Source: an optimization exercise on an open RTL-to-GDS flow (aim: small area, a short achievable clock period and few clock cycles per item). Production flows keep margins and buffers that such runs may drop. Where RTL was checked, it was by simulation tests only, not by an equivalence proof against the original. No functional check of the RTL was part of run 2. Power figures rest on the tool's default switching activity, not on a simulated workload.

==> flow/design.v, too long to show whole: its modules and the start of the top module <==
// module conv_pool: 1523 lines
module conv_pool (
	input  logic        clk,
	input  logic        rst_n,
	input  logic        enable,
	input  logic [7:0]  input_data,
	output logic        busy,
	input  logic        wb_cyc,
	input  logic        wb_stb,
	input  logic        wb_we,
	input  logic [3:0]  wb_adr,
	input  logic [7:0]  wb_dat_i,
	output logic        wb_ack,
	output logic [7:0]  wb_dat_o,
	output logic        res_wen,
	output logic [1:0]  res_addr,
	output logic [31:0] res_data,
	output logic [3:0]  res_bytemask,
	output logic        done
);
  // ...
==> flow/flow/run.sh <==
#!/bin/bash
# The standard layout, with timing repair aimed at a tighter setup margin
# than the 10 ns clock needs (the SDC and clock period are unchanged), and
# plain buffers on the ports
bash standard.sh SETUP_SLACK_MARGIN=6.6 "BUFFER_PORTS_ARGS=-buffer_cell sky130_fd_sc_hd__buf_2" finish > standard.log 2>&1
==> flow/standard.sh <==
#!/bin/bash
# synth_recipe.tcl (not shown) runs the flow's synth.tcl, then flattens the netlist and writes it again
# the make line also repeats each setting of config.mk as NAME=value (left out here)
make -C /OpenROAD-flow-scripts/flow DESIGN_CONFIG=/design/flow/config.mk WORK_HOME=/design/flow/orfs CLKGATE_MAP_FILE= SYNTH_SCRIPT=/design/flow/synth_recipe.tcl "${@:-finish}"
==> flow/config.mk <==
export PLATFORM = sky130hd
export DESIGN_NAME = conv_pool
export DESIGN_NICKNAME = conv_pool
export VERILOG_FILES = /design/flow/design.v
export SDC_FILE = /design/flow/constraint.sdc
export NUM_CORES = 4
export LEC_CHECK = 0
export ABC_AREA = 1
export CAP_MARGIN = 20
export CORE_MARGIN = 2
export CORE_UTILIZATION = 40
export CTS_BUF_LIST = sky130_fd_sc_hd__clkbuf_8
export CTS_CLUSTER_DIAMETER = 50
export CTS_CLUSTER_SIZE = 18
export SLEW_MARGIN = 20
==> flow/constraint.sdc <==
create_clock -name core_clock -period 10.0 [get_ports {clk}]
set_input_delay 2.0000 -clock core_clock [delete_from_list [all_inputs] [get_ports {clk}]]
set_output_delay 2.0000 -clock core_clock [all_outputs]
set_load 0.01 [all_outputs]
==> run notes, run 1 <==
Psw=1.088 mW; Synth Area in Compound Gates=11.10%; synthesized instance count=1928; Seq cells post-synth=355; Critical Path Max Stage Delay=0.53 ns; Netlist cell types=45; 1st-pass router iterations=8; Clock transition at path regs=0.10 ns; final hold slack=0.3224 ns; top cell type's share of synthesized area=36.12%; slew margin rel.=46.53%; Post-Syn Area=18350 um2; via count=12.62k; Worst Path Max Fanout=9; RSZ-0062 raised after global routing=yes; Final Util=44.74%; WHS Endpoint=sr[10][5]$_DFF_P_; DRT met1 WL=20160 um; Critical R2R Launch=wenc[3][3]$_SDFFE_PN0P_; largest net degree at the start of global routing=69; instance count on the critical path=8; Nets=2240; Max Used Layer=met4; warning count from the yosys run=4; cell type taking the most area=multi-input gates; status=complete, no violations; Num CTS Buffers=38; Hold Crit Class=reg2reg; beginning of the critical path=wenc[3][3]$_SDFFE_PN0P_; fraction of area in multi-input gates=45.62%; number of global-route vias before repair=12.54k; combinational group power=0.711 mW; total power=3.359 mW; max FFs per register=128
Testbench counts, summed over its fixed seeds: cycles 4,416, images 64.
==> run 2: changes to the inputs <==
--- a/flow/design.v
+++ b/flow/design.v
@@ -117,17 +117,17 @@
 			end
 		end
 	end
 	assign busy = busy_q;
 	assign done = done_q;
 	logic signed [7:0]  sr [16];    
 	logic signed [14:0] conv_q;
 	always_ff @(posedge clk) begin
-		sr[0] <= input_data;
+		sr[0] <= ~input_data;
 		for (int k = 1; k < 16; k++) sr[k] <= sr[k - 1];
 	end
 	wire bd0_0_s1 = wenc[0][0];
 	wire bd0_0_s2 = wenc[0][1];
 	wire bd0_0_ng = wenc[0][2];
 	wire bd0_1_s1 = wenc[0][3];
 	wire bd0_1_s2 = wenc[0][4];
 	wire bd0_1_ng = wenc[0][5];
@@ -336,70 +336,70 @@
 	wire t0_n92;
 	wire t0_n93;
 	wire t0_n94;
 	wire t0_n95;
 	wire t0_n96;
 	wire t0_n97;
 	wire t0_n98;
 	wire t0_n99;
-	assign bd0_0_r0 = ((bd0_0_s1 & sr[15][0]) | (bd0_0_s2 & 1'b0)) ^ bd0_0_ng;
-	assign bd0_0_r1 = ((bd0_0_s1 & sr[15][1]) | (bd0_0_s2 & sr[15][0])) ^ bd0_0_ng;
-	assign bd0_0_r2 = ((bd0_0_s1 & sr[15][2]) | (bd0_0_s2 & sr[15][1])) ^ bd0_0_ng;
-	assign bd0_0_r3 = ((bd0_0_s1 & sr[15][3]) | (bd0_0_s2 & sr[15][2])) ^ bd0_0_ng;
-	assign bd0_0_r4 = ((bd0_0_s1 & sr[15][4]) | (bd0_0_s2 & sr[15][3])) ^ bd0_0_ng;
-	assign bd0_0_r5 = ((bd0_0_s1 & sr[15][5]) | (bd0_0_s2 & sr[15][4])) ^ bd0_0_ng;
-	assign bd0_0_r6 = ((bd0_0_s1 & sr[15][6]) | (bd0_0_s2 & sr[15][5])) ^ bd0_0_ng;
-	assign bd0_0_r7 = ((bd0_0_s1 & sr[15][7]) | (bd0_0_s2 & sr[15][6])) ^ bd0_0_ng;
-	assign bd0_0_r8 = ((bd0_0_s1 & sr[15][7]) | (bd0_0_s2 & sr[15][7])) ^ bd0_0_ng;
-	assign bd0_1_r0 = ((bd0_1_s1 & sr[15][0]) | (bd0_1_s2 & 1'b0)) ^ bd0_1_ng;
-	assign bd0_1_r1 = ((bd0_1_s1 & sr[15][1]) | (bd0_1_s2 & sr[15][0])) ^ bd0_1_ng;
-	assign bd0_1_r2 = ((bd0_1_s1 & sr[15][2]) | (bd0_1_s2 & sr[15][1])) ^ bd0_1_ng;
-	assign bd0_1_r3 = ((bd0_1_s1 & sr[15][3]) | (bd0_1_s2 & sr[15][2])) ^ bd0_1_ng;
-	assign bd0_1_r4 = ((bd0_1_s1 & sr[15][4]) | (bd0_1_s2 & sr[15][3])) ^ bd0_1_ng;
-	assign bd0_1_r5 = ((bd0_1_s1 & sr[15][5]) | (bd0_1_s2 & sr[15][4])) ^ bd0_1_ng;
-	assign bd0_1_r6 = ((bd0_1_s1 & sr[15][6]) | (bd0_1_s2 & sr[15][5])) ^ bd0_1_ng;
-	assign bd0_1_r7 = ((bd0_1_s1 & sr[15][7]) | (bd0_1_s2 & sr[15][6])) ^ bd0_1_ng;
-	assign bd0_1_r8 = ((bd0_1_s1 & sr[15][7]) | (bd0_1_s2 & sr[15][7])) ^ bd0_1_ng;
-	assign bd1_0_r0 = ((bd1_0_s1 & sr[14][0]) | (bd1_0_s2 & 1'b0)) ^ bd1_0_ng;
-	assign bd1_0_r1 = ((bd1_0_s1 & sr[14][1]) | (bd1_0_s2 & sr[14][0])) ^ bd1_0_ng;
-	assign bd1_0_r2 = ((bd1_0_s1 & sr[14][2]) | (bd1_0_s2 & sr[14][1])) ^ bd1_0_ng;
-	assign bd1_0_r3 = ((bd1_0_s1 & sr[14][3]) | (bd1_0_s2 & sr[14][2])) ^ bd1_0_ng;
-	assign bd1_0_r4 = ((bd1_0_s1 & sr[14][4]) | (bd1_0_s2 & sr[14][3])) ^ bd1_0_ng;
-	assign bd1_0_r5 = ((bd1_0_s1 & sr[14][5]) | (bd1_0_s2 & sr[14][4])) ^ bd1_0_ng;
-	assign bd1_0_r6 = ((bd1_0_s1 & sr[14][6]) | (bd1_0_s2 & sr[14][5])) ^ bd1_0_ng;
-	assign bd1_0_r7 = ((bd1_0_s1 & sr[14][7]) | (bd1_0_s2 & sr[14][6])) ^ bd1_0_ng;
-	assign bd1_0_r8 = ((bd1_0_s1 & sr[14][7]) | (bd1_0_s2 & sr[14][7])) ^ bd1_0_ng;
-	assign bd1_1_r0 = ((bd1_1_s1 & sr[14][0]) | (bd1_1_s2 & 1'b0)) ^ bd1_1_ng;
-	assign bd1_1_r1 = ((bd1_1_s1 & sr[14][1]) | (bd1_1_s2 & sr[14][0])) ^ bd1_1_ng;
-	assign bd1_1_r2 = ((bd1_1_s1 & sr[14][2]) | (bd1_1_s2 & sr[14][1])) ^ bd1_1_ng;
-	assign bd1_1_r3 = ((bd1_1_s1 & sr[14][3]) | (bd1_1_s2 & sr[14][2])) ^ bd1_1_ng;
-	assign bd1_1_r4 = ((bd1_1_s1 & sr[14][4]) | (bd1_1_s2 & sr[14][3])) ^ bd1_1_ng;
-	assign bd1_1_r5 = ((bd1_1_s1 & sr[14][5]) | (bd1_1_s2 & sr[14][4])) ^ bd1_1_ng;
-	assign bd1_1_r6 = ((bd1_1_s1 & sr[14][6]) | (bd1_1_s2 & sr[14][5])) ^ bd1_1_ng;
-	assign bd1_1_r7 = ((bd1_1_s1 & sr[14][7]) | (bd1_1_s2 & sr[14][6])) ^ bd1_1_ng;
-	assign bd1_1_r8 = ((bd1_1_s1 & sr[14][7]) | (bd1_1_s2 & sr[14][7])) ^ bd1_1_ng;
-	assign bd2_0_r0 = ((bd2_0_s1 & sr[13][0]) | (bd2_0_s2 & 1'b0)) ^ bd2_0_ng;
-	assign bd2_0_r1 = ((bd2_0_s1 & sr[13][1]) | (bd2_0_s2 & sr[13][0])) ^ bd2_0_ng;
-	assign bd2_0_r2 = ((bd2_0_s1 & sr[13][2]) | (bd2_0_s2 & sr[13][1])) ^ bd2_0_ng;
-	assign bd2_0_r3 = ((bd2_0_s1 & sr[13][3]) | (bd2_0_s2 & sr[13][2])) ^ bd2_0_ng;
-	assign bd2_0_r4 = ((bd2_0_s1 & sr[13][4]) | (bd2_0_s2 & sr[13][3])) ^ bd2_0_ng;
-	assign bd2_0_r5 = ((bd2_0_s1 & sr[13][5]) | (bd2_0_s2 & sr[13][4])) ^ bd2_0_ng;
-	assign bd2_0_r6 = ((bd2_0_s1 & sr[13][6]) | (bd2_0_s2 & sr[13][5])) ^ bd2_0_ng;
-	assign bd2_0_r7 = ((bd2_0_s1 & sr[13][7]) | (bd2_0_s2 & sr[13][6])) ^ bd2_0_ng;
-	assign bd2_0_r8 = ((bd2_0_s1 & sr[13][7]) | (bd2_0_s2 & sr[13][7])) ^ bd2_0_ng;
-	assign bd2_1_r0 = ((bd2_1_s1 & sr[13][0]) | (bd2_1_s2 & 1'b0)) ^ bd2_1_ng;
-	assign bd2_1_r1 = ((bd2_1_s1 & sr[13][1]) | (bd2_1_s2 & sr[13][0])) ^ bd2_1_ng;
-	assign bd2_1_r2 = ((bd2_1_s1 & sr[13][2]) | (bd2_1_s2 & sr[13][1])) ^ bd2_1_ng;
-	assign bd2_1_r3 = ((bd2_1_s1 & sr[13][3]) | (bd2_1_s2 & sr[13][2])) ^ bd2_1_ng;
-	assign bd2_1_r4 = ((bd2_1_s1 & sr[13][4]) | (bd2_1_s2 & sr[13][3])) ^ bd2_1_ng;
-	assign bd2_1_r5 = ((bd2_1_s1 & sr[13][5]) | (bd2_1_s2 & sr[13][4])) ^ bd2_1_ng;
-	assign bd2_1_r6 = ((bd2_1_s1 & sr[13][6]) | (bd2_1_s2 & sr[13][5])) ^ bd2_1_ng;
-	assign bd2_1_r7 = ((bd2_1_s1 & sr[13][7]) | (bd2_1_s2 & sr[13][6])) ^ bd2_1_ng;
-	assign bd2_1_r8 = ((bd2_1_s1 & sr[13][7]) | (bd2_1_s2 & sr[13][7])) ^ bd2_1_ng;
+	assign bd0_0_r0 = ((bd0_0_s1 & ~sr[15][0]) | (bd0_0_s2 & 1'b0)) ^ bd0_0_ng;
+	assign bd0_0_r1 = ((bd0_0_s1 & ~sr[15][1]) | (bd0_0_s2 & ~sr[15][0])) ^ bd0_0_ng;
+	assign bd0_0_r2 = ((bd0_0_s1 & ~sr[15][2]) | (bd0_0_s2 & ~sr[15][1])) ^ bd0_0_ng;
+	assign bd0_0_r3 = ((bd0_0_s1 & ~sr[15][3]) | (bd0_0_s2 & ~sr[15][2])) ^ bd0_0_ng;
+	assign bd0_0_r4 = ((bd0_0_s1 & ~sr[15][4]) | (bd0_0_s2 & ~sr[15][3])) ^ bd0_0_ng;
+	assign bd0_0_r5 = ((bd0_0_s1 & ~sr[15][5]) | (bd0_0_s2 & ~sr[15][4])) ^ bd0_0_ng;
+	assign bd0_0_r6 = ((bd0_0_s1 & ~sr[15][6]) | (bd0_0_s2 & ~sr[15][5])) ^ bd0_0_ng;
+	assign bd0_0_r7 = ((bd0_0_s1 & ~sr[15][7]) | (bd0_0_s2 & ~sr[15][6])) ^ bd0_0_ng;
+	assign bd0_0_r8 = ((bd0_0_s1 & ~sr[15][7]) | (bd0_0_s2 & ~sr[15][7])) ^ bd0_0_ng;
+	assign bd0_1_r0 = ((bd0_1_s1 & ~sr[15][0]) | (bd0_1_s2 & 1'b0)) ^ bd0_1_ng;
+	assign bd0_1_r1 = ((bd0_1_s1 & ~sr[15][1]) | (bd0_1_s2 & ~sr[15][0])) ^ bd0_1_ng;
+	assign bd0_1_r2 = ((bd0_1_s1 & ~sr[15][2]) | (bd0_1_s2 & ~sr[15][1])) ^ bd0_1_ng;
+	assign bd0_1_r3 = ((bd0_1_s1 & ~sr[15][3]) | (bd0_1_s2 & ~sr[15][2])) ^ bd0_1_ng;
+	assign bd0_1_r4 = ((bd0_1_s1 & ~sr[15][4]) | (bd0_1_s2 & ~sr[15][3])) ^ bd0_1_ng;
+	assign bd0_1_r5 = ((bd0_1_s1 & ~sr[15][5]) | (bd0_1_s2 & ~sr[15][4])) ^ bd0_1_ng;
+	assign bd0_1_r6 = ((bd0_1_s1 & ~sr[15][6]) | (bd0_1_s2 & ~sr[15][5])) ^ bd0_1_ng;
+	assign bd0_1_r7 = ((bd0_1_s1 & ~sr[15][7]) | (bd0_1_s2 & ~sr[15][6])) ^ bd0_1_ng;
+	assign bd0_1_r8 = ((bd0_1_s1 & ~sr[15][7]) | (bd0_1_s2 & ~sr[15][7])) ^ bd0_1_ng;
+	assign bd1_0_r0 = ((bd1_0_s1 & ~sr[14][0]) | (bd1_0_s2 & 1'b0)) ^ bd1_0_ng;
+	assign bd1_0_r1 = ((bd1_0_s1 & ~sr[14][1]) | (bd1_0_s2 & ~sr[14][0])) ^ bd1_0_ng;
+	assign bd1_0_r2 = ((bd1_0_s1 & ~sr[14][2]) | (bd1_0_s2 & ~sr[14][1])) ^ bd1_0_ng;
+	assign bd1_0_r3 = ((bd1_0_s1 & ~sr[14][3]) | (bd1_0_s2 & ~sr[14][2])) ^ bd1_0_ng;
+	assign bd1_0_r4 = ((bd1_0_s1 & ~sr[14][4]) | (bd1_0_s2 & ~sr[14][3])) ^ bd1_0_ng;
+	assign bd1_0_r5 = ((bd1_0_s1 & ~sr[14][5]) | (bd1_0_s2 & ~sr[14][4])) ^ bd1_0_ng;
+	assign bd1_0_r6 = ((bd1_0_s1 & ~sr[14][6]) | (bd1_0_s2 & ~sr[14][5])) ^ bd1_0_ng;
+	assign bd1_0_r7 = ((bd1_0_s1 & ~sr[14][7]) | (bd1_0_s2 & ~sr[14][6])) ^ bd1_0_ng;
+	assign bd1_0_r8 = ((bd1_0_s1 & ~sr[14][7]) | (bd1_0_s2 & ~sr[14][7])) ^ bd1_0_ng;
+	assign bd1_1_r0 = ((bd1_1_s1 & ~sr[14][0]) | (bd1_1_s2 & 1'b0)) ^ bd1_1_ng;
+	assign bd1_1_r1 = ((bd1_1_s1 & ~sr[14][1]) | (bd1_1_s2 & ~sr[14][0])) ^ bd1_1_ng;
+	assign bd1_1_r2 = ((bd1_1_s1 & ~sr[14][2]) | (bd1_1_s2 & ~sr[14][1])) ^ bd1_1_ng;
+	assign bd1_1_r3 = ((bd1_1_s1 & ~sr[14][3]) | (bd1_1_s2 & ~sr[14][2])) ^ bd1_1_ng;
+	assign bd1_1_r4 = ((bd1_1_s1 & ~sr[14][4]) | (bd1_1_s2 & ~sr[14][3])) ^ bd1_1_ng;
+	assign bd1_1_r5 = ((bd1_1_s1 & ~sr[14][5]) | (bd1_1_s2 & ~sr[14][4])) ^ bd1_1_ng;
+	assign bd1_1_r6 = ((bd1_1_s1 & ~sr[14][6]) | (bd1_1_s2 & ~sr[14][5])) ^ bd1_1_ng;
+	assign bd1_1_r7 = ((bd1_1_s1 & ~sr[14][7]) | (bd1_1_s2 & ~sr[14][6])) ^ bd1_1_ng;
+	assign bd1_1_r8 = ((bd1_1_s1 & ~sr[14][7]) | (bd1_1_s2 & ~sr[14][7])) ^ bd1_1_ng;
+	assign bd2_0_r0 = ((bd2_0_s1 & ~sr[13][0]) | (bd2_0_s2 & 1'b0)) ^ bd2_0_ng;
+	assign bd2_0_r1 = ((bd2_0_s1 & ~sr[13][1]) | (bd2_0_s2 & ~sr[13][0])) ^ bd2_0_ng;
+	assign bd2_0_r2 = ((bd2_0_s1 & ~sr[13][2]) | (bd2_0_s2 & ~sr[13][1])) ^ bd2_0_ng;
+	assign bd2_0_r3 = ((bd2_0_s1 & ~sr[13][3]) | (bd2_0_s2 & ~sr[13][2])) ^ bd2_0_ng;
+	assign bd2_0_r4 = ((bd2_0_s1 & ~sr[13][4]) | (bd2_0_s2 & ~sr[13][3])) ^ bd2_0_ng;
+	assign bd2_0_r5 = ((bd2_0_s1 & ~sr[13][5]) | (bd2_0_s2 & ~sr[13][4])) ^ bd2_0_ng;
+	assign bd2_0_r6 = ((bd2_0_s1 & ~sr[13][6]) | (bd2_0_s2 & ~sr[13][5])) ^ bd2_0_ng;
+	assign bd2_0_r7 = ((bd2_0_s1 & ~sr[13][7]) | (bd2_0_s2 & ~sr[13][6])) ^ bd2_0_ng;
+	assign bd2_0_r8 = ((bd2_0_s1 & ~sr[13][7]) | (bd2_0_s2 & ~sr[13][7])) ^ bd2_0_ng;
+	assign bd2_1_r0 = ((bd2_1_s1 & ~sr[13][0]) | (bd2_1_s2 & 1'b0)) ^ bd2_1_ng;
+	assign bd2_1_r1 = ((bd2_1_s1 & ~sr[13][1]) | (bd2_1_s2 & ~sr[13][0])) ^ bd2_1_ng;
+	assign bd2_1_r2 = ((bd2_1_s1 & ~sr[13][2]) | (bd2_1_s2 & ~sr[13][1])) ^ bd2_1_ng;
+	assign bd2_1_r3 = ((bd2_1_s1 & ~sr[13][3]) | (bd2_1_s2 & ~sr[13][2])) ^ bd2_1_ng;
+	assign bd2_1_r4 = ((bd2_1_s1 & ~sr[13][4]) | (bd2_1_s2 & ~sr[13][3])) ^ bd2_1_ng;
+	assign bd2_1_r5 = ((bd2_1_s1 & ~sr[13][5]) | (bd2_1_s2 & ~sr[13][4])) ^ bd2_1_ng;
+	assign bd2_1_r6 = ((bd2_1_s1 & ~sr[13][6]) | (bd2_1_s2 & ~sr[13][5])) ^ bd2_1_ng;
+	assign bd2_1_r7 = ((bd2_1_s1 & ~sr[13][7]) | (bd2_1_s2 & ~sr[13][6])) ^ bd2_1_ng;
+	assign bd2_1_r8 = ((bd2_1_s1 & ~sr[13][7]) | (bd2_1_s2 & ~sr[13][7])) ^ bd2_1_ng;
 	assign t0_n1 = bias_q[0] ^ bd0_0_r2;
 	assign t0_n2 = bias_q[0] & bd0_0_r2;
 	assign t0_n3 = t0_n1 ^ bd0_1_r0 ^ bd0_1_ng;
 	assign t0_n4 = (t0_n1 & bd0_1_r0) | (t0_n1 & bd0_1_ng) | (bd0_1_r0 & bd0_1_ng);
 	assign t0_n5 = bd1_0_r2 ^ bd1_1_r0;
 	assign t0_n6 = bd1_0_r2 & bd1_1_r0;
 	assign t0_n7 = t0_n2 ^ bias_q[1] ^ bd0_0_r3;
 	assign t0_n8 = (t0_n2 & bias_q[1]) | (t0_n2 & bd0_0_r3) | (bias_q[1] & bd0_0_r3);
@@ -728,70 +728,70 @@
 	wire t1_n92;
 	wire t1_n93;
 	wire t1_n94;
 	wire t1_n95;
 	wire t1_n96;
 	wire t1_n97;
 	wire t1_n98;
 	wire t1_n99;
-	assign bd3_0_r0 = ((bd3_0_s1 & sr[8][0]) | (bd3_0_s2 & 1'b0)) ^ bd3_0_ng;
-	assign bd3_0_r1 = ((bd3_0_s1 & sr[8][1]) | (bd3_0_s2 & sr[8][0])) ^ bd3_0_ng;
-	assign bd3_0_r2 = ((bd3_0_s1 & sr[8][2]) | (bd3_0_s2 & sr[8][1])) ^ bd3_0_ng;
-	assign bd3_0_r3 = ((bd3_0_s1 & sr[8][3]) | (bd3_0_s2 & sr[8][2])) ^ bd3_0_ng;
-	assign bd3_0_r4 = ((bd3_0_s1 & sr[8][4]) | (bd3_0_s2 & sr[8][3])) ^ bd3_0_ng;
-	assign bd3_0_r5 = ((bd3_0_s1 & sr[8][5]) | (bd3_0_s2 & sr[8][4])) ^ bd3_0_ng;
-	assign bd3_0_r6 = ((bd3_0_s1 & sr[8][6]) | (bd3_0_s2 & sr[8][5])) ^ bd3_0_ng;
-	assign bd3_0_r7 = ((bd3_0_s1 & sr[8][7]) | (bd3_0_s2 & sr[8][6])) ^ bd3_0_ng;
-	assign bd3_0_r8 = ((bd3_0_s1 & sr[8][7]) | (bd3_0_s2 & sr[8][7])) ^ bd3_0_ng;
-	assign bd3_1_r0 = ((bd3_1_s1 & sr[8][0]) | (bd3_1_s2 & 1'b0)) ^ bd3_1_ng;
-	assign bd3_1_r1 = ((bd3_1_s1 & sr[8][1]) | (bd3_1_s2 & sr[8][0])) ^ bd3_1_ng;
-	assign bd3_1_r2 = ((bd3_1_s1 & sr[8][2]) | (bd3_1_s2 & sr[8][1])) ^ bd3_1_ng;
-	assign bd3_1_r3 = ((bd3_1_s1 & sr[8][3]) | (bd3_1_s2 & sr[8][2])) ^ bd3_1_ng;
-	assign bd3_1_r4 = ((bd3_1_s1 & sr[8][4]) | (bd3_1_s2 & sr[8][3])) ^ bd3_1_ng;
-	assign bd3_1_r5 = ((bd3_1_s1 & sr[8][5]) | (bd3_1_s2 & sr[8][4])) ^ bd3_1_ng;
-	assign bd3_1_r6 = ((bd3_1_s1 & sr[8][6]) | (bd3_1_s2 & sr[8][5])) ^ bd3_1_ng;
-	assign bd3_1_r7 = ((bd3_1_s1 & sr[8][7]) | (bd3_1_s2 & sr[8][6])) ^ bd3_1_ng;
-	assign bd3_1_r8 = ((bd3_1_s1 & sr[8][7]) | (bd3_1_s2 & sr[8][7])) ^ bd3_1_ng;
-	assign bd4_0_r0 = ((bd4_0_s1 & sr[7][0]) | (bd4_0_s2 & 1'b0)) ^ bd4_0_ng;
-	assign bd4_0_r1 = ((bd4_0_s1 & sr[7][1]) | (bd4_0_s2 & sr[7][0])) ^ bd4_0_ng;
-	assign bd4_0_r2 = ((bd4_0_s1 & sr[7][2]) | (bd4_0_s2 & sr[7][1])) ^ bd4_0_ng;
-	assign bd4_0_r3 = ((bd4_0_s1 & sr[7][3]) | (bd4_0_s2 & sr[7][2])) ^ bd4_0_ng;
-	assign bd4_0_r4 = ((bd4_0_s1 & sr[7][4]) | (bd4_0_s2 & sr[7][3])) ^ bd4_0_ng;
-	assign bd4_0_r5 = ((bd4_0_s1 & sr[7][5]) | (bd4_0_s2 & sr[7][4])) ^ bd4_0_ng;
-	assign bd4_0_r6 = ((bd4_0_s1 & sr[7][6]) | (bd4_0_s2 & sr[7][5])) ^ bd4_0_ng;
-	assign bd4_0_r7 = ((bd4_0_s1 & sr[7][7]) | (bd4_0_s2 & sr[7][6])) ^ bd4_0_ng;
-	assign bd4_0_r8 = ((bd4_0_s1 & sr[7][7]) | (bd4_0_s2 & sr[7][7])) ^ bd4_0_ng;
-	assign bd4_1_r0 = ((bd4_1_s1 & sr[7][0]) | (bd4_1_s2 & 1'b0)) ^ bd4_1_ng;
-	assign bd4_1_r1 = ((bd4_1_s1 & sr[7][1]) | (bd4_1_s2 & sr[7][0])) ^ bd4_1_ng;
-	assign bd4_1_r2 = ((bd4_1_s1 & sr[7][2]) | (bd4_1_s2 & sr[7][1])) ^ bd4_1_ng;
-	assign bd4_1_r3 = ((bd4_1_s1 & sr[7][3]) | (bd4_1_s2 & sr[7][2])) ^ bd4_1_ng;
-	assign bd4_1_r4 = ((bd4_1_s1 & sr[7][4]) | (bd4_1_s2 & sr[7][3])) ^ bd4_1_ng;
-	assign bd4_1_r5 = ((bd4_1_s1 & sr[7][5]) | (bd4_1_s2 & sr[7][4])) ^ bd4_1_ng;
-	assign bd4_1_r6 = ((bd4_1_s1 & sr[7][6]) | (bd4_1_s2 & sr[7][5])) ^ bd4_1_ng;
-	assign bd4_1_r7 = ((bd4_1_s1 & sr[7][7]) | (bd4_1_s2 & sr[7][6])) ^ bd4_1_ng;
-	assign bd4_1_r8 = ((bd4_1_s1 & sr[7][7]) | (bd4_1_s2 & sr[7][7])) ^ bd4_1_ng;
-	assign bd5_0_r0 = ((bd5_0_s1 & sr[6][0]) | (bd5_0_s2 & 1'b0)) ^ bd5_0_ng;
-	assign bd5_0_r1 = ((bd5_0_s1 & sr[6][1]) | (bd5_0_s2 & sr[6][0])) ^ bd5_0_ng;
-	assign bd5_0_r2 = ((bd5_0_s1 & sr[6][2]) | (bd5_0_s2 & sr[6][1])) ^ bd5_0_ng;
-	assign bd5_0_r3 = ((bd5_0_s1 & sr[6][3]) | (bd5_0_s2 & sr[6][2])) ^ bd5_0_ng;
-	assign bd5_0_r4 = ((bd5_0_s1 & sr[6][4]) | (bd5_0_s2 & sr[6][3])) ^ bd5_0_ng;
-	assign bd5_0_r5 = ((bd5_0_s1 & sr[6][5]) | (bd5_0_s2 & sr[6][4])) ^ bd5_0_ng;
-	assign bd5_0_r6 = ((bd5_0_s1 & sr[6][6]) | (bd5_0_s2 & sr[6][5])) ^ bd5_0_ng;
-	assign bd5_0_r7 = ((bd5_0_s1 & sr[6][7]) | (bd5_0_s2 & sr[6][6])) ^ bd5_0_ng;
-	assign bd5_0_r8 = ((bd5_0_s1 & sr[6][7]) | (bd5_0_s2 & sr[6][7])) ^ bd5_0_ng;
-	assign bd5_1_r0 = ((bd5_1_s1 & sr[6][0]) | (bd5_1_s2 & 1'b0)) ^ bd5_1_ng;
-	assign bd5_1_r1 = ((bd5_1_s1 & sr[6][1]) | (bd5_1_s2 & sr[6][0])) ^ bd5_1_ng;
-	assign bd5_1_r2 = ((bd5_1_s1 & sr[6][2]) | (bd5_1_s2 & sr[6][1])) ^ bd5_1_ng;
-	assign bd5_1_r3 = ((bd5_1_s1 & sr[6][3]) | (bd5_1_s2 & sr[6][2])) ^ bd5_1_ng;
-	assign bd5_1_r4 = ((bd5_1_s1 & sr[6][4]) | (bd5_1_s2 & sr[6][3])) ^ bd5_1_ng;
-	assign bd5_1_r5 = ((bd5_1_s1 & sr[6][5]) | (bd5_1_s2 & sr[6][4])) ^ bd5_1_ng;
-	assign bd5_1_r6 = ((bd5_1_s1 & sr[6][6]) | (bd5_1_s2 & sr[6][5])) ^ bd5_1_ng;
-	assign bd5_1_r7 = ((bd5_1_s1 & sr[6][7]) | (bd5_1_s2 & sr[6][6])) ^ bd5_1_ng;
-	assign bd5_1_r8 = ((bd5_1_s1 & sr[6][7]) | (bd5_1_s2 & sr[6][7])) ^ bd5_1_ng;
+	assign bd3_0_r0 = ((bd3_0_s1 & ~sr[8][0]) | (bd3_0_s2 & 1'b0)) ^ bd3_0_ng;
+	assign bd3_0_r1 = ((bd3_0_s1 & ~sr[8][1]) | (bd3_0_s2 & ~sr[8][0])) ^ bd3_0_ng;
+	assign bd3_0_r2 = ((bd3_0_s1 & ~sr[8][2]) | (bd3_0_s2 & ~sr[8][1])) ^ bd3_0_ng;
+	assign bd3_0_r3 = ((bd3_0_s1 & ~sr[8][3]) | (bd3_0_s2 & ~sr[8][2])) ^ bd3_0_ng;
+	assign bd3_0_r4 = ((bd3_0_s1 & ~sr[8][4]) | (bd3_0_s2 & ~sr[8][3])) ^ bd3_0_ng;
+	assign bd3_0_r5 = ((bd3_0_s1 & ~sr[8][5]) | (bd3_0_s2 & ~sr[8][4])) ^ bd3_0_ng;
+	assign bd3_0_r6 = ((bd3_0_s1 & ~sr[8][6]) | (bd3_0_s2 & ~sr[8][5])) ^ bd3_0_ng;
+	assign bd3_0_r7 = ((bd3_0_s1 & ~sr[8][7]) | (bd3_0_s2 & ~sr[8][6])) ^ bd3_0_ng;
+	assign bd3_0_r8 = ((bd3_0_s1 & ~sr[8][7]) | (bd3_0_s2 & ~sr[8][7])) ^ bd3_0_ng;
+	assign bd3_1_r0 = ((bd3_1_s1 & ~sr[8][0]) | (bd3_1_s2 & 1'b0)) ^ bd3_1_ng;
+	assign bd3_1_r1 = ((bd3_1_s1 & ~sr[8][1]) | (bd3_1_s2 & ~sr[8][0])) ^ bd3_1_ng;
+	assign bd3_1_r2 = ((bd3_1_s1 & ~sr[8][2]) | (bd3_1_s2 & ~sr[8][1])) ^ bd3_1_ng;
+	assign bd3_1_r3 = ((bd3_1_s1 & ~sr[8][3]) | (bd3_1_s2 & ~sr[8][2])) ^ bd3_1_ng;
+	assign bd3_1_r4 = ((bd3_1_s1 & ~sr[8][4]) | (bd3_1_s2 & ~sr[8][3])) ^ bd3_1_ng;
+	assign bd3_1_r5 = ((bd3_1_s1 & ~sr[8][5]) | (bd3_1_s2 & ~sr[8][4])) ^ bd3_1_ng;
+	assign bd3_1_r6 = ((bd3_1_s1 & ~sr[8][6]) | (bd3_1_s2 & ~sr[8][5])) ^ bd3_1_ng;
+	assign bd3_1_r7 = ((bd3_1_s1 & ~sr[8][7]) | (bd3_1_s2 & ~sr[8][6])) ^ bd3_1_ng;
+	assign bd3_1_r8 = ((bd3_1_s1 & ~sr[8][7]) | (bd3_1_s2 & ~sr[8][7])) ^ bd3_1_ng;
+	assign bd4_0_r0 = ((bd4_0_s1 & ~sr[7][0]) | (bd4_0_s2 & 1'b0)) ^ bd4_0_ng;
+	assign bd4_0_r1 = ((bd4_0_s1 & ~sr[7][1]) | (bd4_0_s2 & ~sr[7][0])) ^ bd4_0_ng;
+	assign bd4_0_r2 = ((bd4_0_s1 & ~sr[7][2]) | (bd4_0_s2 & ~sr[7][1])) ^ bd4_0_ng;
+	assign bd4_0_r3 = ((bd4_0_s1 & ~sr[7][3]) | (bd4_0_s2 & ~sr[7][2])) ^ bd4_0_ng;
+	assign bd4_0_r4 = ((bd4_0_s1 & ~sr[7][4]) | (bd4_0_s2 & ~sr[7][3])) ^ bd4_0_ng;
+	assign bd4_0_r5 = ((bd4_0_s1 & ~sr[7][5]) | (bd4_0_s2 & ~sr[7][4])) ^ bd4_0_ng;
+	assign bd4_0_r6 = ((bd4_0_s1 & ~sr[7][6]) | (bd4_0_s2 & ~sr[7][5])) ^ bd4_0_ng;
+	assign bd4_0_r7 = ((bd4_0_s1 & ~sr[7][7]) | (bd4_0_s2 & ~sr[7][6])) ^ bd4_0_ng;
+	assign bd4_0_r8 = ((bd4_0_s1 & ~sr[7][7]) | (bd4_0_s2 & ~sr[7][7])) ^ bd4_0_ng;
+	assign bd4_1_r0 = ((bd4_1_s1 & ~sr[7][0]) | (bd4_1_s2 & 1'b0)) ^ bd4_1_ng;
+	assign bd4_1_r1 = ((bd4_1_s1 & ~sr[7][1]) | (bd4_1_s2 & ~sr[7][0])) ^ bd4_1_ng;
+	assign bd4_1_r2 = ((bd4_1_s1 & ~sr[7][2]) | (bd4_1_s2 & ~sr[7][1])) ^ bd4_1_ng;
+	assign bd4_1_r3 = ((bd4_1_s1 & ~sr[7][3]) | (bd4_1_s2 & ~sr[7][2])) ^ bd4_1_ng;
+	assign bd4_1_r4 = ((bd4_1_s1 & ~sr[7][4]) | (bd4_1_s2 & ~sr[7][3])) ^ bd4_1_ng;
+	assign bd4_1_r5 = ((bd4_1_s1 & ~sr[7][5]) | (bd4_1_s2 & ~sr[7][4])) ^ bd4_1_ng;
+	assign bd4_1_r6 = ((bd4_1_s1 & ~sr[7][6]) | (bd4_1_s2 & ~sr[7][5])) ^ bd4_1_ng;
+	assign bd4_1_r7 = ((bd4_1_s1 & ~sr[7][7]) | (bd4_1_s2 & ~sr[7][6])) ^ bd4_1_ng;
+	assign bd4_1_r8 = ((bd4_1_s1 & ~sr[7][7]) | (bd4_1_s2 & ~sr[7][7])) ^ bd4_1_ng;
+	assign bd5_0_r0 = ((bd5_0_s1 & ~sr[6][0]) | (bd5_0_s2 & 1'b0)) ^ bd5_0_ng;
+	assign bd5_0_r1 = ((bd5_0_s1 & ~sr[6][1]) | (bd5_0_s2 & ~sr[6][0])) ^ bd5_0_ng;
+	assign bd5_0_r2 = ((bd5_0_s1 & ~sr[6][2]) | (bd5_0_s2 & ~sr[6][1])) ^ bd5_0_ng;
+	assign bd5_0_r3 = ((bd5_0_s1 & ~sr[6][3]) | (bd5_0_s2 & ~sr[6][2])) ^ bd5_0_ng;
+	assign bd5_0_r4 = ((bd5_0_s1 & ~sr[6][4]) | (bd5_0_s2 & ~sr[6][3])) ^ bd5_0_ng;
+	assign bd5_0_r5 = ((bd5_0_s1 & ~sr[6][5]) | (bd5_0_s2 & ~sr[6][4])) ^ bd5_0_ng;
+	assign bd5_0_r6 = ((bd5_0_s1 & ~sr[6][6]) | (bd5_0_s2 & ~sr[6][5])) ^ bd5_0_ng;
+	assign bd5_0_r7 = ((bd5_0_s1 & ~sr[6][7]) | (bd5_0_s2 & ~sr[6][6])) ^ bd5_0_ng;
+	assign bd5_0_r8 = ((bd5_0_s1 & ~sr[6][7]) | (bd5_0_s2 & ~sr[6][7])) ^ bd5_0_ng;
+	assign bd5_1_r0 = ((bd5_1_s1 & ~sr[6][0]) | (bd5_1_s2 & 1'b0)) ^ bd5_1_ng;
+	assign bd5_1_r1 = ((bd5_1_s1 & ~sr[6][1]) | (bd5_1_s2 & ~sr[6][0])) ^ bd5_1_ng;
+	assign bd5_1_r2 = ((bd5_1_s1 & ~sr[6][2]) | (bd5_1_s2 & ~sr[6][1])) ^ bd5_1_ng;
+	assign bd5_1_r3 = ((bd5_1_s1 & ~sr[6][3]) | (bd5_1_s2 & ~sr[6][2])) ^ bd5_1_ng;
+	assign bd5_1_r4 = ((bd5_1_s1 & ~sr[6][4]) | (bd5_1_s2 & ~sr[6][3])) ^ bd5_1_ng;
+	assign bd5_1_r5 = ((bd5_1_s1 & ~sr[6][5]) | (bd5_1_s2 & ~sr[6][4])) ^ bd5_1_ng;
+	assign bd5_1_r6 = ((bd5_1_s1 & ~sr[6][6]) | (bd5_1_s2 & ~sr[6][5])) ^ bd5_1_ng;
+	assign bd5_1_r7 = ((bd5_1_s1 & ~sr[6][7]) | (bd5_1_s2 & ~sr[6][6])) ^ bd5_1_ng;
+	assign bd5_1_r8 = ((bd5_1_s1 & ~sr[6][7]) | (bd5_1_s2 & ~sr[6][7])) ^ bd5_1_ng;
 	assign t1_n1 = cs0_0_q[2] ^ cs0_1_q[2] ^ bd3_0_r2;
 	assign t1_n2 = (cs0_0_q[2] & cs0_1_q[2]) | (cs0_0_q[2] & bd3_0_r2) | (cs0_1_q[2] & bd3_0_r2);
 	assign t1_n3 = cs0_0_q[0] ^ cs0_1_q[0] ^ bd3_0_r0;
 	assign t1_n4 = (cs0_0_q[0] & cs0_1_q[0]) | (cs0_0_q[0] & bd3_0_r0) | (cs0_1_q[0] & bd3_0_r0);
 	assign t1_n5 = t1_n1 ^ bd3_1_r0 ^ bd3_1_ng;
 	assign t1_n6 = (t1_n1 & bd3_1_r0) | (t1_n1 & bd3_1_ng) | (bd3_1_r0 & bd3_1_ng);
 	assign t1_n7 = bd4_0_r2 ^ bd4_1_r0;
 	assign t1_n8 = bd4_0_r2 & bd4_1_r0;
@@ -1096,52 +1096,52 @@
 	wire t2_n92;
 	wire t2_n93;
 	wire t2_n94;
 	wire t2_n95;
 	wire t2_n96;
 	wire t2_n97;
 	wire t2_n98;
 	wire t2_n99;
-	assign bd6_0_r0 = ((bd6_0_s1 & sr[1][0]) | (bd6_0_s2 & 1'b0)) ^ bd6_0_ng;
-	assign bd6_0_r1 = ((bd6_0_s1 & sr[1][1]) | (bd6_0_s2 & sr[1][0])) ^ bd6_0_ng;
-	assign bd6_0_r2 = ((bd6_0_s1 & sr[1][2]) | (bd6_0_s2 & sr[1][1])) ^ bd6_0_ng;
-	assign bd6_0_r3 = ((bd6_0_s1 & sr[1][3]) | (bd6_0_s2 & sr[1][2])) ^ bd6_0_ng;
-	assign bd6_0_r4 = ((bd6_0_s1 & sr[1][4]) | (bd6_0_s2 & sr[1][3])) ^ bd6_0_ng;
-	assign bd6_0_r5 = ((bd6_0_s1 & sr[1][5]) | (bd6_0_s2 & sr[1][4])) ^ bd6_0_ng;
-	assign bd6_0_r6 = ((bd6_0_s1 & sr[1][6]) | (bd6_0_s2 & sr[1][5])) ^ bd6_0_ng;
-	assign bd6_0_r7 = ((bd6_0_s1 & sr[1][7]) | (bd6_0_s2 & sr[1][6])) ^ bd6_0_ng;
-	assign bd6_0_r8 = ((bd6_0_s1 & sr[1][7]) | (bd6_0_s2 & sr[1][7])) ^ bd6_0_ng;
-	assign bd6_1_r0 = ((bd6_1_s1 & sr[1][0]) | (bd6_1_s2 & 1'b0)) ^ bd6_1_ng;
-	assign bd6_1_r1 = ((bd6_1_s1 & sr[1][1]) | (bd6_1_s2 & sr[1][0])) ^ bd6_1_ng;
-	assign bd6_1_r2 = ((bd6_1_s1 & sr[1][2]) | (bd6_1_s2 & sr[1][1])) ^ bd6_1_ng;
-	assign bd6_1_r3 = ((bd6_1_s1 & sr[1][3]) | (bd6_1_s2 & sr[1][2])) ^ bd6_1_ng;
-	assign bd6_1_r4 = ((bd6_1_s1 & sr[1][4]) | (bd6_1_s2 & sr[1][3])) ^ bd6_1_ng;
-	assign bd6_1_r5 = ((bd6_1_s1 & sr[1][5]) | (bd6_1_s2 & sr[1][4])) ^ bd6_1_ng;
-	assign bd6_1_r6 = ((bd6_1_s1 & sr[1][6]) | (bd6_1_s2 & sr[1][5])) ^ bd6_1_ng;
-	assign bd6_1_r7 = ((bd6_1_s1 & sr[1][7]) | (bd6_1_s2 & sr[1][6])) ^ bd6_1_ng;
-	assign bd6_1_r8 = ((bd6_1_s1 & sr[1][7]) | (bd6_1_s2 & sr[1][7])) ^ bd6_1_ng;
-	assign bd7_0_r0 = ((bd7_0_s1 & sr[0][0]) | (bd7_0_s2 & 1'b0)) ^ bd7_0_ng;
-	assign bd7_0_r1 = ((bd7_0_s1 & sr[0][1]) | (bd7_0_s2 & sr[0][0])) ^ bd7_0_ng;
-	assign bd7_0_r2 = ((bd7_0_s1 & sr[0][2]) | (bd7_0_s2 & sr[0][1])) ^ bd7_0_ng;
-	assign bd7_0_r3 = ((bd7_0_s1 & sr[0][3]) | (bd7_0_s2 & sr[0][2])) ^ bd7_0_ng;
-	assign bd7_0_r4 = ((bd7_0_s1 & sr[0][4]) | (bd7_0_s2 & sr[0][3])) ^ bd7_0_ng;
-	assign bd7_0_r5 = ((bd7_0_s1 & sr[0][5]) | (bd7_0_s2 & sr[0][4])) ^ bd7_0_ng;
-	assign bd7_0_r6 = ((bd7_0_s1 & sr[0][6]) | (bd7_0_s2 & sr[0][5])) ^ bd7_0_ng;
-	assign bd7_0_r7 = ((bd7_0_s1 & sr[0][7]) | (bd7_0_s2 & sr[0][6])) ^ bd7_0_ng;
-	assign bd7_0_r8 = ((bd7_0_s1 & sr[0][7]) | (bd7_0_s2 & sr[0][7])) ^ bd7_0_ng;
-	assign bd7_1_r0 = ((bd7_1_s1 & sr[0][0]) | (bd7_1_s2 & 1'b0)) ^ bd7_1_ng;
-	assign bd7_1_r1 = ((bd7_1_s1 & sr[0][1]) | (bd7_1_s2 & sr[0][0])) ^ bd7_1_ng;
-	assign bd7_1_r2 = ((bd7_1_s1 & sr[0][2]) | (bd7_1_s2 & sr[0][1])) ^ bd7_1_ng;
-	assign bd7_1_r3 = ((bd7_1_s1 & sr[0][3]) | (bd7_1_s2 & sr[0][2])) ^ bd7_1_ng;
-	assign bd7_1_r4 = ((bd7_1_s1 & sr[0][4]) | (bd7_1_s2 & sr[0][3])) ^ bd7_1_ng;
-	assign bd7_1_r5 = ((bd7_1_s1 & sr[0][5]) | (bd7_1_s2 & sr[0][4])) ^ bd7_1_ng;
-	assign bd7_1_r6 = ((bd7_1_s1 & sr[0][6]) | (bd7_1_s2 & sr[0][5])) ^ bd7_1_ng;
-	assign bd7_1_r7 = ((bd7_1_s1 & sr[0][7]) | (bd7_1_s2 & sr[0][6])) ^ bd7_1_ng;
-	assign bd7_1_r8 = ((bd7_1_s1 & sr[0][7]) | (bd7_1_s2 & sr[0][7])) ^ bd7_1_ng;
+	assign bd6_0_r0 = ((bd6_0_s1 & ~sr[1][0]) | (bd6_0_s2 & 1'b0)) ^ bd6_0_ng;
+	assign bd6_0_r1 = ((bd6_0_s1 & ~sr[1][1]) | (bd6_0_s2 & ~sr[1][0])) ^ bd6_0_ng;
+	assign bd6_0_r2 = ((bd6_0_s1 & ~sr[1][2]) | (bd6_0_s2 & ~sr[1][1])) ^ bd6_0_ng;
+	assign bd6_0_r3 = ((bd6_0_s1 & ~sr[1][3]) | (bd6_0_s2 & ~sr[1][2])) ^ bd6_0_ng;
+	assign bd6_0_r4 = ((bd6_0_s1 & ~sr[1][4]) | (bd6_0_s2 & ~sr[1][3])) ^ bd6_0_ng;
+	assign bd6_0_r5 = ((bd6_0_s1 & ~sr[1][5]) | (bd6_0_s2 & ~sr[1][4])) ^ bd6_0_ng;
+	assign bd6_0_r6 = ((bd6_0_s1 & ~sr[1][6]) | (bd6_0_s2 & ~sr[1][5])) ^ bd6_0_ng;
+	assign bd6_0_r7 = ((bd6_0_s1 & ~sr[1][7]) | (bd6_0_s2 & ~sr[1][6])) ^ bd6_0_ng;
+	assign bd6_0_r8 = ((bd6_0_s1 & ~sr[1][7]) | (bd6_0_s2 & ~sr[1][7])) ^ bd6_0_ng;
+	assign bd6_1_r0 = ((bd6_1_s1 & ~sr[1][0]) | (bd6_1_s2 & 1'b0)) ^ bd6_1_ng;
+	assign bd6_1_r1 = ((bd6_1_s1 & ~sr[1][1]) | (bd6_1_s2 & ~sr[1][0])) ^ bd6_1_ng;
+	assign bd6_1_r2 = ((bd6_1_s1 & ~sr[1][2]) | (bd6_1_s2 & ~sr[1][1])) ^ bd6_1_ng;
+	assign bd6_1_r3 = ((bd6_1_s1 & ~sr[1][3]) | (bd6_1_s2 & ~sr[1][2])) ^ bd6_1_ng;
+	assign bd6_1_r4 = ((bd6_1_s1 & ~sr[1][4]) | (bd6_1_s2 & ~sr[1][3])) ^ bd6_1_ng;
+	assign bd6_1_r5 = ((bd6_1_s1 & ~sr[1][5]) | (bd6_1_s2 & ~sr[1][4])) ^ bd6_1_ng;
+	assign bd6_1_r6 = ((bd6_1_s1 & ~sr[1][6]) | (bd6_1_s2 & ~sr[1][5])) ^ bd6_1_ng;
+	assign bd6_1_r7 = ((bd6_1_s1 & ~sr[1][7]) | (bd6_1_s2 & ~sr[1][6])) ^ bd6_1_ng;
+	assign bd6_1_r8 = ((bd6_1_s1 & ~sr[1][7]) | (bd6_1_s2 & ~sr[1][7])) ^ bd6_1_ng;
+	assign bd7_0_r0 = ((bd7_0_s1 & ~sr[0][0]) | (bd7_0_s2 & 1'b0)) ^ bd7_0_ng;
+	assign bd7_0_r1 = ((bd7_0_s1 & ~sr[0][1]) | (bd7_0_s2 & ~sr[0][0])) ^ bd7_0_ng;
+	assign bd7_0_r2 = ((bd7_0_s1 & ~sr[0][2]) | (bd7_0_s2 & ~sr[0][1])) ^ bd7_0_ng;
+	assign bd7_0_r3 = ((bd7_0_s1 & ~sr[0][3]) | (bd7_0_s2 & ~sr[0][2])) ^ bd7_0_ng;
+	assign bd7_0_r4 = ((bd7_0_s1 & ~sr[0][4]) | (bd7_0_s2 & ~sr[0][3])) ^ bd7_0_ng;
+	assign bd7_0_r5 = ((bd7_0_s1 & ~sr[0][5]) | (bd7_0_s2 & ~sr[0][4])) ^ bd7_0_ng;
+	assign bd7_0_r6 = ((bd7_0_s1 & ~sr[0][6]) | (bd7_0_s2 & ~sr[0][5])) ^ bd7_0_ng;
+	assign bd7_0_r7 = ((bd7_0_s1 & ~sr[0][7]) | (bd7_0_s2 & ~sr[0][6])) ^ bd7_0_ng;
+	assign bd7_0_r8 = ((bd7_0_s1 & ~sr[0][7]) | (bd7_0_s2 & ~sr[0][7])) ^ bd7_0_ng;
+	assign bd7_1_r0 = ((bd7_1_s1 & ~sr[0][0]) | (bd7_1_s2 & 1'b0)) ^ bd7_1_ng;
+	assign bd7_1_r1 = ((bd7_1_s1 & ~sr[0][1]) | (bd7_1_s2 & ~sr[0][0])) ^ bd7_1_ng;
+	assign bd7_1_r2 = ((bd7_1_s1 & ~sr[0][2]) | (bd7_1_s2 & ~sr[0][1])) ^ bd7_1_ng;
+	assign bd7_1_r3 = ((bd7_1_s1 & ~sr[0][3]) | (bd7_1_s2 & ~sr[0][2])) ^ bd7_1_ng;
+	assign bd7_1_r4 = ((bd7_1_s1 & ~sr[0][4]) | (bd7_1_s2 & ~sr[0][3])) ^ bd7_1_ng;
+	assign bd7_1_r5 = ((bd7_1_s1 & ~sr[0][5]) | (bd7_1_s2 & ~sr[0][4])) ^ bd7_1_ng;
+	assign bd7_1_r6 = ((bd7_1_s1 & ~sr[0][6]) | (bd7_1_s2 & ~sr[0][5])) ^ bd7_1_ng;
+	assign bd7_1_r7 = ((bd7_1_s1 & ~sr[0][7]) | (bd7_1_s2 & ~sr[0][6])) ^ bd7_1_ng;
+	assign bd7_1_r8 = ((bd7_1_s1 & ~sr[0][7]) | (bd7_1_s2 & ~sr[0][7])) ^ bd7_1_ng;
 	assign t2_n1 = cs1_0_q[2] ^ cs1_1_q[2] ^ bd6_0_r2;
 	assign t2_n2 = (cs1_0_q[2] & cs1_1_q[2]) | (cs1_0_q[2] & bd6_0_r2) | (cs1_1_q[2] & bd6_0_r2);
 	assign t2_n3 = cs1_0_q[3] ^ cs1_1_q[3];
 	assign t2_n4 = cs1_0_q[3] & cs1_1_q[3];
 	assign t2_n5 = cs1_0_q[4] ^ cs1_1_q[4];
 	assign t2_n6 = cs1_0_q[4] & cs1_1_q[4];
 	assign t2_n7 = cs1_0_q[5] ^ cs1_1_q[5];
 	assign t2_n8 = cs1_0_q[5] & cs1_1_q[5];
@@ -1354,34 +1354,34 @@
 	wire t3_n60;
 	wire t3_n61;
 	wire t3_n62;
 	wire t3_n63;
 	wire t3_n64;
 	wire t3_n7;
 	wire t3_n8;
 	wire t3_n9;
-	assign bd8_0_r0 = ((bd8_0_s1 & sr[0][0]) | (bd8_0_s2 & 1'b0)) ^ bd8_0_ng;
-	assign bd8_0_r1 = ((bd8_0_s1 & sr[0][1]) | (bd8_0_s2 & sr[0][0])) ^ bd8_0_ng;
-	assign bd8_0_r2 = ((bd8_0_s1 & sr[0][2]) | (bd8_0_s2 & sr[0][1])) ^ bd8_0_ng;
-	assign bd8_0_r3 = ((bd8_0_s1 & sr[0][3]) | (bd8_0_s2 & sr[0][2])) ^ bd8_0_ng;
-	assign bd8_0_r4 = ((bd8_0_s1 & sr[0][4]) | (bd8_0_s2 & sr[0][3])) ^ bd8_0_ng;
-	assign bd8_0_r5 = ((bd8_0_s1 & sr[0][5]) | (bd8_0_s2 & sr[0][4])) ^ bd8_0_ng;
-	assign bd8_0_r6 = ((bd8_0_s1 & sr[0][6]) | (bd8_0_s2 & sr[0][5])) ^ bd8_0_ng;
-	assign bd8_0_r7 = ((bd8_0_s1 & sr[0][7]) | (bd8_0_s2 & sr[0][6])) ^ bd8_0_ng;
-	assign bd8_0_r8 = ((bd8_0_s1 & sr[0][7]) | (bd8_0_s2 & sr[0][7])) ^ bd8_0_ng;
-	assign bd8_1_r0 = ((bd8_1_s1 & sr[0][0]) | (bd8_1_s2 & 1'b0)) ^ bd8_1_ng;
-	assign bd8_1_r1 = ((bd8_1_s1 & sr[0][1]) | (bd8_1_s2 & sr[0][0])) ^ bd8_1_ng;
-	assign bd8_1_r2 = ((bd8_1_s1 & sr[0][2]) | (bd8_1_s2 & sr[0][1])) ^ bd8_1_ng;
-	assign bd8_1_r3 = ((bd8_1_s1 & sr[0][3]) | (bd8_1_s2 & sr[0][2])) ^ bd8_1_ng;
-	assign bd8_1_r4 = ((bd8_1_s1 & sr[0][4]) | (bd8_1_s2 & sr[0][3])) ^ bd8_1_ng;
-	assign bd8_1_r5 = ((bd8_1_s1 & sr[0][5]) | (bd8_1_s2 & sr[0][4])) ^ bd8_1_ng;
-	assign bd8_1_r6 = ((bd8_1_s1 & sr[0][6]) | (bd8_1_s2 & sr[0][5])) ^ bd8_1_ng;
-	assign bd8_1_r7 = ((bd8_1_s1 & sr[0][7]) | (bd8_1_s2 & sr[0][6])) ^ bd8_1_ng;
-	assign bd8_1_r8 = ((bd8_1_s1 & sr[0][7]) | (bd8_1_s2 & sr[0][7])) ^ bd8_1_ng;
+	assign bd8_0_r0 = ((bd8_0_s1 & ~sr[0][0]) | (bd8_0_s2 & 1'b0)) ^ bd8_0_ng;
+	assign bd8_0_r1 = ((bd8_0_s1 & ~sr[0][1]) | (bd8_0_s2 & ~sr[0][0])) ^ bd8_0_ng;
+	assign bd8_0_r2 = ((bd8_0_s1 & ~sr[0][2]) | (bd8_0_s2 & ~sr[0][1])) ^ bd8_0_ng;
+	assign bd8_0_r3 = ((bd8_0_s1 & ~sr[0][3]) | (bd8_0_s2 & ~sr[0][2])) ^ bd8_0_ng;
+	assign bd8_0_r4 = ((bd8_0_s1 & ~sr[0][4]) | (bd8_0_s2 & ~sr[0][3])) ^ bd8_0_ng;
+	assign bd8_0_r5 = ((bd8_0_s1 & ~sr[0][5]) | (bd8_0_s2 & ~sr[0][4])) ^ bd8_0_ng;
+	assign bd8_0_r6 = ((bd8_0_s1 & ~sr[0][6]) | (bd8_0_s2 & ~sr[0][5])) ^ bd8_0_ng;
+	assign bd8_0_r7 = ((bd8_0_s1 & ~sr[0][7]) | (bd8_0_s2 & ~sr[0][6])) ^ bd8_0_ng;
+	assign bd8_0_r8 = ((bd8_0_s1 & ~sr[0][7]) | (bd8_0_s2 & ~sr[0][7])) ^ bd8_0_ng;
+	assign bd8_1_r0 = ((bd8_1_s1 & ~sr[0][0]) | (bd8_1_s2 & 1'b0)) ^ bd8_1_ng;
+	assign bd8_1_r1 = ((bd8_1_s1 & ~sr[0][1]) | (bd8_1_s2 & ~sr[0][0])) ^ bd8_1_ng;
+	assign bd8_1_r2 = ((bd8_1_s1 & ~sr[0][2]) | (bd8_1_s2 & ~sr[0][1])) ^ bd8_1_ng;
+	assign bd8_1_r3 = ((bd8_1_s1 & ~sr[0][3]) | (bd8_1_s2 & ~sr[0][2])) ^ bd8_1_ng;
+	assign bd8_1_r4 = ((bd8_1_s1 & ~sr[0][4]) | (bd8_1_s2 & ~sr[0][3])) ^ bd8_1_ng;
+	assign bd8_1_r5 = ((bd8_1_s1 & ~sr[0][5]) | (bd8_1_s2 & ~sr[0][4])) ^ bd8_1_ng;
+	assign bd8_1_r6 = ((bd8_1_s1 & ~sr[0][6]) | (bd8_1_s2 & ~sr[0][5])) ^ bd8_1_ng;
+	assign bd8_1_r7 = ((bd8_1_s1 & ~sr[0][7]) | (bd8_1_s2 & ~sr[0][6])) ^ bd8_1_ng;
+	assign bd8_1_r8 = ((bd8_1_s1 & ~sr[0][7]) | (bd8_1_s2 & ~sr[0][7])) ^ bd8_1_ng;
 	assign t3_n1 = cs2_0_q[2] ^ cs2_1_q[2];
 	assign t3_n2 = cs2_0_q[2] & cs2_1_q[2];
 	assign t3_n3 = cs2_0_q[3] ^ cs2_1_q[3];
 	assign t3_n4 = cs2_0_q[3] & cs2_1_q[3];
 	assign t3_n5 = cs2_0_q[4] ^ cs2_1_q[4];
 	assign t3_n6 = cs2_0_q[4] & cs2_1_q[4];
 	assign t3_n7 = cs2_0_q[5] ^ cs2_1_q[5];
 	assign t3_n8 = cs2_0_q[5] & cs2_1_q[5];
==> flow/flow/run.sh (replaced) <==
#!/bin/bash
# The standard layout, with timing repair aimed at a tighter setup margin
# than the 10 ns clock needs (the SDC and clock period are unchanged)
bash standard.sh SETUP_SLACK_MARGIN=6.8 finish > standard.log 2>&1
==> run notes, run 2 <==
Seq cells post-synth=355 (unchanged); post-synthesis sequential area ratio=40.17% (was 40.05%); ranking of synthesized cells by area=dfxtp_1 36%, fa_1 17%, xor2_1 8.2% (was dfxtp_1 36%, fa_1 16%, xor2_1 8.2%); CP max-delay cell=fa_2 (was fa_1); sequential share of power=46.1% (was 47.5%); CP required=10.52 ns (was 10.49 ns); min Tclk post-route=3.195 ns (was 3.304 ns); Psw=1.156 mW (was 1.088 mW); Die Span Y=217.8 um (was 218.2 um); Routed Antenna Nets=0 (unchanged); Hold Vio Cnt, Final=0 (unchanged); CTS tree=done (unchanged); via count=12.71k (was 12.62k); Clock Latency Late Sink=0.65 ns (was 0.63 ns); Max Cap Violations=0 (unchanged); most common flop cell mapped by yosys=dfxtp_1 (unchanged); Final Skew=0.05084 ns (was 0.04534 ns); Netlist cell types=43 (was 45); Final Max Slew Viols=0 (unchanged); DRC=0 (unchanged); Layout area overhead=13.76% (was 10.43%); Cells after DPL=2500 (was 2524); mean post-synth cell area=9.647 um2 (was 9.515 um2); die area=47450 um2 (was 47590 um2); floorplan row count=78 (unchanged); biggest regs=sr x128, wenc x54, cm x24 (unchanged); status=complete, no violations (unchanged); H-tree depth=2 (unchanged); most common cell after layout, fill and taps aside=inv_1 (unchanged); top post-synthesis cells by count=341 x inv_1, 331 x dfxtp_1, 179 x nand2_1 (was 380 x inv_1, 331 x dfxtp_1, 172 x nand2_1, 172 x xor2_1, 151 x fa_1); setup violators final=0 (unchanged); power density over the cells=171.3 nW/um2 (was 165.8 nW/um2); grt ovf=0 (unchanged); clock sinks=355 (unchanged); P_int=2.407 mW (was 2.271 mW); WP buf/inv=4 (was 2); slew margin rel.=51.42% (was 46.53%); Combinational Power Share=22.6% (was 21.2%); Placed Area=19300 um2 (was 19010 um2); number of global-route vias before repair=12.73k (was 12.54k); Synth area leader=dfxtp_1 (unchanged); fin crit share=31.95% (was 33.04%); Top Ports=76 (unchanged); share of layout cells above drive strength 1=15.07% (was 12.18%); P_leak=9.430 nW (was 9.496 nW); GRT met3 Usage=3.654% (was 2.853%); Async S/R FF share, synth=0% (unchanged); final hold slack=0.3162 ns (was 0.3224 ns); Clock Power Share=31.4% (was 31.3%); initial DRC count=805 (was 995); GRT Total Usage=18.47% (was 18.21%); Finished Cell Area=20810 um2 (was 20260 um2); maximum vdd ir drop=0.0001570 V (was 0.00009562 V); Tightest Pin Transition=0.7277 ns (was 0.7992 ns); grt met1 use=24.46% (was 25.10%); Worst Path Max Fanout=4 (was 9); Post-Syn Area=18290 um2 (was 18350 um2); max FFs per register=128 (unchanged); Cell Chain, Critical Path=inv_2 -> o22ai_4 -> xor2_2 -> fa_2 -> inv_2 -> a21oi_2 -> o21ai_1 -> o21ai_1 -> inv_1 -> fa_1 -> inv_1 -> fa_2 -> fa_1 (was clkinvlp_4 -> o22ai_1 -> xor2_1 -> fa_1 -> fa_1 -> fa_1 -> inv_1 -> fa_1); Setup crit end kind=register (unchanged); met2 usage=30.40% (was 29.84%); fmax=312.9 MHz (was 302.7 MHz); Root Buffer=clkbuf_8 (unchanged); initial antenna violation count=0 (was 1); Nets=2220 (was 2240); startpoint types=register (unchanged); Hold Crit Class=reg2reg (unchanged); Post-synth EDFFs=24 (unchanged); Critical Path Max Stage Delay=0.56 ns (was 0.53 ns); Num CTS Buffers=38 (unchanged); Core ar.=45280 um2 (unchanged); Top delay family on crit path=adder cells (unchanged); total power=3.563 mW (was 3.359 mW); Initial Util=40.39% (was 40.51%); Final Util=45.95% (was 44.74%); Via-to-Cell Ratio=4.904 (was 4.833); Placement Setup Slack=6.095 ns (was 6.081 ns); synthesized instance count=1896 (was 1928); GRT busiest layer=met2 (unchanged); most frequent cells in the layout=331 x inv_1, 284 x dfxtp_1, 176 x nand2_1 (was 366 x inv_1, 310 x dfxtp_1, 170 x nand2_1); Setup TNS=0 ns (unchanged); Arrival @ worst endpoint=3.72 ns (was 3.80 ns); global-route wire length before repair=68240 um (was 67590 um); Clock transition at path regs=0.10 ns (about the same); Most flops, register=sr (unchanged); WS Path Type=reg2reg (unchanged); sw frac=32.46% (was 32.39%); final worst slack=6.805 ns (was 6.696 ns); fin cells=2592 (was 2611); most frequent cell after synthesis=inv_1 (unchanged); top cell type's share of synthesized area=36.23% (was 36.12%); RSZ-0062 raised after global routing=yes (unchanged); wire per inst=16.60 um (was 16.32 um); 1st-pass router iterations=5 (was 8); Port-buffer cells=67 (unchanged); warning count from the yosys run=4 (unchanged); DP Wirelength=32870 um (was 32740 um); final wirelength=43030 um (was 42610 um); CTS max path bufs=3 (unchanged); Final GP Congestion=0.8749 (was 0.9107); largest net degree at the start of global routing=68 (was 69); chip width=217.8 um (was 218.2 um)
run 2: cell count changes after synthesis, sizes merged, moves of 4 or more:
cell / delta
and2: -4
clkbuf: -6
clkinv: +6
inv: -35
nand2: +19
nand3: -6
nor2: -4
o21ai: +11
or2: -7
xnor2: -5
run 2: final timing paths:
kind | endpoint | slack [ns] | cells past startpoint | start
worst max-delay path | cs1_1_q[2]$_DFF_P_ | 6.80 | 13 | wenc[3][1]$_SDFFE_PN0P_
worst min register to register | sr[12][5]$_DFF_P_ | 0.32 | 0 | sr[11][5]$_DFF_P_
worst max register to register | cs1_1_q[2]$_DFF_P_ | 6.80 | 13 | wenc[3][1]$_SDFFE_PN0P_
worst min-delay path | sr[12][5]$_DFF_P_ | 0.32 | 0 | sr[11][5]$_DFF_P_
run 2: cell type report:
class / count / area, um2
multi-input cells: 1107 / 9453
inverters: 370 / 1453
fillers: 4304 / 24480
diodes: 1 / 2.502
clock inverters: 28 / 372.9
flip-flops and latches: 355 / 7466
well taps: 600 / 750.7
clock buffers: 41 / 564.3
repair buffers: 90 / 744.5
run 2: cells by family (layout without fill, tap and decap cells):
kind of cell / Yosys count / count (layout) / synth area share (%)
XOR/XNOR: 177 / 177 / 8.476
buffers and inverters: 437 / 529 / 9.940
multiplexers: 4 / 4 / 0.2189
AO/OA/AOI/OAI: 367 / 367 / 11.29
other: 1 / 5 / 0.02050
AND/OR/NAND/NOR: 323 / 323 / 7.812
adder cells (fa/ha/maj): 232 / 232 / 22.07
flip-flops: 355 / 355 / 40.17
run 2: worst reg2reg max path, delay by kind of cell (launching register included):
family / cells / cell delay, ns
DFF: 1 / 0.34
adders and majority gates: 4 / 1.99
AOI/OAI and AO/OA: 4 / 0.32
buffers and inverters: 4 / 0.25
xor gates and xnor gates: 1 / 0.18
run 2: power by group through the flow:
stage	Clock [mW]	Sequential, mW	Combinational (mW)
after global routing	1.21	1.66	0.912
after floorplan	0	1.64	0.559
after global placement	0	1.66	0.753
after CTS	1.15	1.64	0.764
after detailed placement	0	1.66	0.764
final	1.12	1.64	0.805
run 2: repair_timing:
action | 4_1_cts | 5_1_grt
endpoints found under the setup margin | 104 | 75
resized for setup | 301 | 81
pin swaps | 12 | 26
hold buffers | 0 | 0
setup buffers | 8 | 14
run 2: routing by layer:
layer  vias to the layer above  part of all wire [%]
met5                         -                     0
met4                         0                   2.9
met3                        83                   5.2
met2                       324                    47
met1                      6137                    45
li1                       6168                     -

## port drivers added, routing unchanged
Ports are ideal in the flow. The routed layouts listed here were re-timed in OpenROAD.
Step 1 sets driving cells, clkbuf_16 on the clock port and buf_2 on the other inputs (assumed; they add their load-dependent delay and slew).
Step 2 moves the port delays by t, midway between the first and last clock arrival at a register: inputs arrive t later, outputs are due t later. That takes back most of the time a late clock gives input paths.
Slacks: ideal ports / drivers / drivers and shift; pairs: ideal ports / drivers.
run | t, ns | setup slack, ns | worst setup path after step 2 | latest minus earliest clock arrival (ns) | worst register clock-pin slew, ns
run 1 | 0.661 | 6.696 / 6.696 / 6.500 | input to register | 0.046 / 0.045 | 0.11 / 0.11
run 2 | 0.677 | 6.805 / 6.779 / 6.170 | input to register | 0.051 / 0.051 | 0.11 / 0.11
After both steps every run listed still meets setup and hold. For run 2, which loses most, drivers alone change the setup slack by -0.026 ns; drivers and shift together by -0.635 ns.
